Context: an optimization exercise on an open-source flow, tuned for a short achievable clock period and few clock cycles. The choices shown serve that exercise and are no tape-out recipe. Where RTL was checked, it was by simulation tests only, not by an equivalence proof against the original. Power and IR drop assume default switching activity.

Setup of oak:
==> flow/design.v (excerpt) <==
module cpu_top (
    input  logic                   clk,
    input  logic                   rst,
    output logic [8-1:0] mem_addr,
    output logic [16-1:0] mem_wdata,
    output logic                   mem_we,
    output logic                   mem_req_valid,
    input  logic                   mem_req_ready,
    input  logic [16-1:0] mem_rdata,      
    output logic                   halted
);
For scale: ~9,200 cells after synthesis, ~2,100 flip-flops, about 46 I/O pins, ~120,000 sq um of cells after synthesis.
export LEC_CHECK = 0
export ABC_CLOCK_PERIOD_IN_PS = 2500
export CAP_MARGIN = 20
export CORE_MARGIN = 2
export CORE_UTILIZATION = 45
export SETUP_SLACK_MARGIN = 5
export SLEW_MARGIN = 20
export TNS_END_PERCENT = 20
create_clock -name core_clock -period 10.0 [get_ports {clk}]
standard.sh (not shown) runs the stock make flow with config.mk's settings and CLKGATE_MAP_FILE= SYNTH_SCRIPT=/design/flow/synth_recipe.tcl, a recipe that flattens the netlist after the stock synthesis.
==> flow/flow/run.sh <==
#!/bin/bash
# Standard layout, with timing repair aiming well below the design's period,
# sizing free to change a cell's footprint, and port buffers that can drive
set -euo pipefail
bash standard.sh finish SETUP_SLACK_MARGIN=${MARGIN:-7.5} MATCH_CELL_FOOTPRINT=0 \
    "BUFFER_PORTS_ARGS=-buffer_cell sky130_fd_sc_hd__buf_4" > standard.log 2>&1
oak has completed all stages; timing, DRC and antenna checks passed.
Testbench counts of oak, summed over its fixed seeds: cycles 34,772.
What pine does differently from oak at the input level:
# oak
export LEC_CHECK = 0
export ABC_CLOCK_PERIOD_IN_PS = 2500
export CAP_MARGIN = 20
export CORE_MARGIN = 2
export CORE_UTILIZATION = 45
export SETUP_SLACK_MARGIN = 5
export SLEW_MARGIN = 20
export TNS_END_PERCENT = 20
create_clock -name core_clock -period 10.0 [get_ports {clk}]
# pine
export LEC_CHECK = 0
export ABC_CLOCK_PERIOD_IN_PS = 2500
export CAP_MARGIN = 20
export CORE_MARGIN = 2
export CORE_UTILIZATION = 55
export SETUP_SLACK_MARGIN = 5
export SLEW_MARGIN = 20
export TNS_END_PERCENT = 20
create_clock -name core_clock -period 10.0 [get_ports {clk}]
### Flow results
- The run showing the smaller power share of the clock group is pine.
- | switching portion of total power | lower: oak |
- Routed wire length (pine over oak): decrease, 2.6%
- Total global routing track utilization is higher on pine
- Data arrival time of the critical path: pine vs oak down 0.02 ns
- Summary of pine over oak: non-clock buffer count down 59; number of tap instances dropped about 20%; worst path setup slack after routing moved down; minimum period implied by the final worst setup slack now sits higher.
- control_inst.ir_word[12]$_DFFE_PN_ as the timing endpoint of the critical path was reported by oak, and control_inst.ir_alt[6]$_DFFE_PN_ by pine.

* * *

cpu_top, a different RTL version from the one above (not shown whole).
Size in the first run: about 330 flip-flops, ~46 I/O pins, roughly 0.022 mm² of cells after synthesis.
Settings: LEC_CHECK=0, CAP_MARGIN=20, CORE_MARGIN=2, CORE_UTILIZATION=40, SLEW_MARGIN=20; clock period 10.0 ns.
run.sh (not shown) runs the stock make flow with config.mk's settings and CLKGATE_MAP_FILE= SYNTH_SCRIPT=/design/flow/synth_recipe.tcl, a recipe that flattens the netlist after the stock synthesis.
Stock flow here: none of the scripts above is used.
Rerun with:
==> flow/flow/run.sh (new file) <==
#!/bin/bash
# Standard layout, with timing repair aiming well below the design's period
set -euo pipefail
bash standard.sh finish SETUP_SLACK_MARGIN=${MARGIN:-7.5} > standard.log 2>&1
==> flow/standard.sh (new file) <==
#!/bin/bash
# synth_recipe.tcl (not shown) runs the flow's synth.tcl, then flattens the netlist and writes it again
# the make line also repeats each setting of config.mk as NAME=value (left out here)
make -C /OpenROAD-flow-scripts/flow DESIGN_CONFIG=/design/flow/config.mk WORK_HOME=/design/flow/orfs CLKGATE_MAP_FILE= SYNTH_SCRIPT=/design/flow/synth_recipe.tcl "${@:-finish}"
- ABC_CLOCK_PERIOD_IN_PS: not set -> 2500
- SETUP_SLACK_MARGIN: not set -> 5
removed: flow/run.sh
Result:
- The changed run went through all stages and came out clean
- clock skew grows by 0.021 ns
- critical path depth grows by 6
- via count grows by about 10%
- final area grows by 25%
- wire length grows by 15%
- power grows by about 3.4%
- utilization grows by 11 points
- die area does not change
- clock power grows by about 5%
- synthesized area stays the same
No run of this note included a check of the RTL's function; only the layout flow was run.

-- afterwards: timing with drivers on the ports --
No port has a modelled driver above. Below, the same layouts with a new extraction and two added sets of constraints.
Step 1, drivers: a clkbuf_16 drives clk and a buf_2 each remaining input, both assumed.
Step 2, shift: input delay + t, output delay - t, t = (earliest + latest rising clock arrival at the registers) / 2. This alone moves slack from input paths to output paths.
Three values: no drivers, after step 1, after step 2; two values: the first two.
run | t (ns) | setup slack, ns | worst data-port slew with drivers (ns) | cell pins on the clock port's net
oak | 1.034 | 6.018 / 6.018 / 5.721 | 0.17 | 1
pine | 1.010 | 5.981 / 5.981 / 5.870 | 0.16 | 1
the first run of note 2 | 0.629 | 3.309 / 3.309 / 3.309 | 0.05 | 1
the second run of note 2 | 0.643 | 5.056 / 5.056 / 5.056 | 0.15 | 1
After both steps setup and hold are still met in every run listed. For oak, which loses most, drivers alone change the setup slack by 0.000 ns; drivers and shift together by -0.297 ns.
